Source: an optimization exercise on an open RTL-to-GDS flow (aim: small area). Production flows keep margins and buffers that such runs may drop.
Only simulation tests tie the RTL to the original design; equivalence was not proved.

==> juniper <==
// fse_lms_updater
module fse_lms_updater (
   input  logic         clk,
   input  logic         i_reset,
   input  logic [7:0]   i_is_data_I,
   input  logic [7:0]   i_is_data_Q,
   input  logic         i_ctrl,
   input  logic         i_baud,
   input  logic [11:0]  i_fse_I,
   input  logic [11:0]  i_fse_Q,
   input  logic         i_en_rx,
   input  logic         i_en_lms,
   output logic [71:0]  o_taps_I,
   output logic [71:0]  o_taps_Q,
   output logic         o_en_taps,
   output logic         o_overrun
);
export LEC_CHECK = 0
export CAP_MARGIN = 20
export CORE_MARGIN = 2
export CORE_UTILIZATION = 40
export SLEW_MARGIN = 20
export SYNTH_HIERARCHICAL = 1
create_clock -name core_clock -period 13.0 [get_ports {clk}]
standard.sh (not shown) runs the stock make flow with config.mk's settings and CLKGATE_MAP_FILE= SYNTH_SCRIPT=/design/flow/synth_recipe.tcl, a recipe that flattens the netlist after the stock synthesis.
==> flow/flow/run.sh <==
#!/bin/bash
# Own layout flow: the standard synthesis and ORFS flow (standard.sh), with
# minimum-size port buffers and a clock tree built without dummy loads from
# larger sink clusters. ORFS writes each tool's full log under orfs/logs/;
# the make output of each run goes to a log file here.
set -euo pipefail
bash standard.sh synth > make_synth.log 2>&1
export BUFFER_PORTS_ARGS="-buffer_cell sky130_fd_sc_hd__buf_1"
export CTS_ARGS="-sink_clustering_enable -repair_clock_nets -dont_use_dummy_load -buf_list sky130_fd_sc_hd__clkbuf_16 -sink_clustering_size 30 -sink_clustering_max_diameter 80"
bash standard.sh finish > make_layout.log 2>&1
==> amber (differences from juniper) <==
--- a/flow/design.v
+++ b/flow/design.v
@@ -38,33 +38,24 @@
    always_ff @(posedge clk) begin
       r_rI  <= w_valid ? r_xI[w_pos*8 +: 8] : 8'sd0;
       r_rQ  <= w_valid ? r_xQ[w_pos*8 +: 8] : 8'sd0;
       r_ptr <= w_pos - 4'd1 + {3'd0, i_ctrl};
    end
    logic signed [11:0] r_eI, r_eQ, w_eInI, w_eInQ;
-   localparam logic [11:0] DEC = 12'd362;
-   logic [12:0] w_ceI, w_ceQ;
-   assign w_ceI[0] = ~i_fse_I[11];
-   assign w_ceQ[0] = ~i_fse_Q[11];
-   for (genvar i = 0; i < 12; i++) begin : g_err
-      logic w_kI, w_kQ;
-      assign w_kI = DEC[i] ? i_fse_I[11] : ~i_fse_I[11];
-      assign w_kQ = DEC[i] ? i_fse_Q[11] : ~i_fse_Q[11];
-      lms_fa u_faI (.a(i_fse_I[i]), .b(w_kI), .c(w_ceI[i]), .s(w_eInI[i]), .co(w_ceI[i+1]));
-      lms_fa u_faQ (.a(i_fse_Q[i]), .b(w_kQ), .c(w_ceQ[i]), .s(w_eInQ[i]), .co(w_ceQ[i+1]));
-   end
+   assign w_eInI = i_fse_I[11] ? (i_fse_I + 12'sd362) : (i_fse_I - 12'sd362);
+   assign w_eInQ = i_fse_Q[11] ? (i_fse_Q + 12'sd362) : (i_fse_Q - 12'sd362);
    always_ff @(posedge clk) begin
       if (w_idle) begin
          r_eI <= w_eInI;
          r_eQ <= w_eInQ;
       end
    end
-   logic [179:0] r_aIn, r_aQn;
+   logic [179:0] r_aI, r_aQ;
    logic signed [19:0] w_hI, w_hQ;
-   assign w_hI = r_stale ? ((r_cnt == 4'd5) ? 20'sh20000 : 20'sd0) : ~r_aIn[19:0];
-   assign w_hQ = r_stale ? 20'sd0 : ~r_aQn[19:0];
+   assign w_hI = r_stale ? ((r_cnt == 4'd5) ? 20'sh20000 : 20'sd0) : r_aI[19:0];
+   assign w_hQ = r_stale ? 20'sd0 : r_aQ[19:0];
    logic signed [11:0] w_eI, w_eQ;
    logic signed [7:0]  w_rI, w_rQ;
    assign w_eI = r_eI;
    assign w_eQ = r_eQ;
    assign w_rI = r_rI;
    assign w_rQ = r_rQ;
@@ -1317,28 +1308,28 @@
    assign w_nQ = {dpi_hs, dpi_t619, dpi_t617, dpi_t615, dpi_t613, dpi_t611, dpi_t609, dpi_t607, dpi_t605, dpi_t603};
    logic [19:0] w_sI, w_sQ;
    assign w_sI = (w_nI[20] != w_nI[19]) ? {w_nI[20], {19{~w_nI[20]}}} : w_nI[19:0];
    assign w_sQ = (w_nQ[20] != w_nQ[19]) ? {w_nQ[20], {19{~w_nQ[20]}}} : w_nQ[19:0];
    always_ff @(posedge clk) begin
       if (w_step) begin
-         r_aIn <= {~w_sI, r_aIn[179:20]};
-         r_aQn <= {~w_sQ, r_aQn[179:20]};
+         r_aI <= {w_sI, r_aI[179:20]};
+         r_aQ <= {w_sQ, r_aQ[179:20]};
       end
    end
-   logic [71:0] r_tIn, r_tQn;
+   logic [71:0] r_tI, r_tQ;
    always_ff @(posedge clk) begin
       if (w_commit) begin
          for (int k = 0; k < 9; k++) begin
-            r_tIn[k*8 +: 8] <= r_aIn[(8-k)*20 + 12 +: 8];
-            r_tQn[k*8 +: 8] <= r_aQn[(8-k)*20 + 12 +: 8];
+            r_tI[k*8 +: 8] <= r_aI[(8-k)*20 + 12 +: 8];
+            r_tQ[k*8 +: 8] <= r_aQ[(8-k)*20 + 12 +: 8];
          end
       end
    end
    localparam logic [71:0] TAPS_I_RST = 72'h20 << 32;
-   assign o_taps_I = r_stale ? TAPS_I_RST : ~r_tIn;
-   assign o_taps_Q = r_stale ? 72'd0 : ~r_tQn;
+   assign o_taps_I = r_stale ? TAPS_I_RST : r_tI;
+   assign o_taps_Q = r_stale ? 72'd0 : r_tQ;
    always_ff @(posedge clk or posedge i_reset) begin
       if (i_reset) begin
          r_cnt     <= 4'd0;
          r_stale   <= 1'b1;
          r_fill    <= 4'd0;
          o_en_taps <= 1'b0;
@@ -1363,14 +1354,10 @@
    end
 endmodule
 module lms_fa (input logic a, input logic b, input logic c, output logic s, output logic co);
    assign s  = a ^ b ^ c;
    assign co = (a & b) | (a & c) | (b & c);
 endmodule
-module lms_bsel (input logic one, input logic two, input logic neg, input logic x, input logic xm,
-                 output logic pp);
-   assign pp = ((one & x) | (two & xm)) ^ neg;
-endmodule
 module lms_ha (input logic a, input logic b, output logic s, output logic co);
    assign s  = a ^ b;
    assign co = a & b;
 endmodule
==> flow/run.sh (new file) <==
#!/bin/bash
# synth_recipe.tcl (not shown) runs the flow's synth.tcl, then flattens the netlist and writes it again
# the make line also repeats each setting of config.mk as NAME=value (left out here)
make -C /OpenROAD-flow-scripts/flow DESIGN_CONFIG=/design/flow/config.mk WORK_HOME=/design/flow/orfs CLKGATE_MAP_FILE= SYNTH_SCRIPT=/design/flow/synth_recipe.tcl finish
--- a/flow/config.mk
+++ b/flow/config.mk
@@ -5,8 +5,9 @@
 export SDC_FILE = /design/flow/constraint.sdc
 export NUM_CORES = 4
 export LEC_CHECK = 0
 export CAP_MARGIN = 20
 export CORE_MARGIN = 2
 export CORE_UTILIZATION = 40
+export CTS_BUF_LIST = sky130_fd_sc_hd__clkbuf_4
 export SLEW_MARGIN = 20
 export SYNTH_HIERARCHICAL = 1
removed: flow/flow/run.sh
removed: flow/standard.sh
==> sierra (differences from juniper) <==
--- a/flow/flow/run.sh
+++ b/flow/flow/run.sh
@@ -4,7 +4,8 @@
 # larger sink clusters. ORFS writes each tool's full log under orfs/logs/;
 # the make output of each run goes to a log file here.
 set -euo pipefail
 bash standard.sh synth > make_synth.log 2>&1
 export BUFFER_PORTS_ARGS="-buffer_cell sky130_fd_sc_hd__buf_1"
 export CTS_ARGS="-sink_clustering_enable -repair_clock_nets -dont_use_dummy_load -buf_list sky130_fd_sc_hd__clkbuf_16 -sink_clustering_size 30 -sink_clustering_max_diameter 80"
+export RECOVER_POWER=100
 bash standard.sh finish > make_layout.log 2>&1
==> willow (differences from juniper) <==
==> flow/run.sh (new file) <==
#!/bin/bash
# synth_recipe.tcl (not shown) runs the flow's synth.tcl, then flattens the netlist and writes it again
# the make line also repeats each setting of config.mk as NAME=value (left out here)
make -C /OpenROAD-flow-scripts/flow DESIGN_CONFIG=/design/flow/config.mk WORK_HOME=/design/flow/orfs CLKGATE_MAP_FILE= SYNTH_SCRIPT=/design/flow/synth_recipe.tcl finish
--- a/flow/config.mk
+++ b/flow/config.mk
@@ -5,8 +5,11 @@
 export SDC_FILE = /design/flow/constraint.sdc
 export NUM_CORES = 4
 export LEC_CHECK = 0
 export CAP_MARGIN = 20
 export CORE_MARGIN = 2
 export CORE_UTILIZATION = 40
+export CTS_BUF_LIST = sky130_fd_sc_hd__clkbuf_8
+export CTS_CLUSTER_DIAMETER = 60
+export CTS_CLUSTER_SIZE = 20
 export SLEW_MARGIN = 20
 export SYNTH_HIERARCHICAL = 1
removed: flow/flow/run.sh
removed: flow/standard.sh
==> impl_metrics.tcl <==
set metrics [dict create \
    synthTopCellsByCount "edfxtp_1, fa_1, nand2_1" \
    status "complete, no violations" \
    cap_violations 0 \
    dr.first_iter.drc_count 1422 \
    multi_input_area_sq_um 13700 \
    drive_gt1_share_pct 7.35 \
    grt_usage_pct 16.1 \
    multi_input_cells 1344 \
    grt.met3_usage_pct 2.24 \
    yosys.area_share.adder_pct 25.3 \
    htreeDepth 2 \
    hp-start "r_aIn[108]" \
    dp_hpwl_microns 48200 \
]
That was willow.
==> impl_metrics.tcl <==
set metrics [dict create \
    multi_input_cells 1344 \
    hp-start "r_aQn[120]" \
    multi_input_area_sq_um 13700 \
    grt_usage_pct 15.7 \
    grt.met3_usage_pct 2.15 \
    yosys.area_share.adder_pct 25.3 \
    status "complete, no violations" \
]
That was juniper.
==> impl_metrics.tcl <==
set metrics [dict create \
    status "complete, no violations" \
    dp_hpwl_microns 50300 \
    yosys.area_share.adder_pct 23.9 \
    synthTopCellsByCount "edfxtp_1, fa_1, nand2_1" \
    multi_input_area_sq_um 14700 \
    hp-start "r_aQ[168]" \
    drive_gt1_share_pct 11.6 \
    cap_violations 0 \
]
That was amber.
==> impl_metrics.tcl <==
set metrics [dict create \
    status "failed layout checks" \
    slew_violations 906 \
    synthTopCellsByCount "edfxtp_1, fa_1, nand2_1" \
    so_faults "max-capacitance violations, max-slew violations" \
    grt.met3_usage_pct 2.15 \
    drive_gt1_share_pct 4.43 \
    cap_violations 14 \
    hp-start "r_aQn[120]" \
    grt_usage_pct 15.7 \
]
That was sierra.

static timing again, ports no longer ideal:
The flow's constraints put no driver on any port. The routed layouts listed below were extracted and timed again, unchanged, in two steps.
Step 1 sets driving cells, clkbuf_16 on the clock port and buf_2 on the other inputs (assumed; they add their load-dependent delay and slew).
Step 2 moves the port delays by t, midway between the first and last clock arrival at a register: inputs arrive t later, outputs are due t later. That takes back most of the time a late clock gives input paths.
Slacks: no drivers / after step 1 / after step 2; pairs: no drivers / after step 1.
| run | t, ns | setup slack, ns | worst setup path after step 2 |
|---|---|---|---|
| juniper | 0.602 | 1.770 / 1.770 / 1.770 | register to register |
| amber | 1.049 | 1.463 / 1.463 / 1.463 | register to register |
| sierra | 0.602 | 1.585 / 1.585 / 1.585 | register to register |
| willow | 0.756 | 1.833 / 1.833 / 1.833 | register to register |
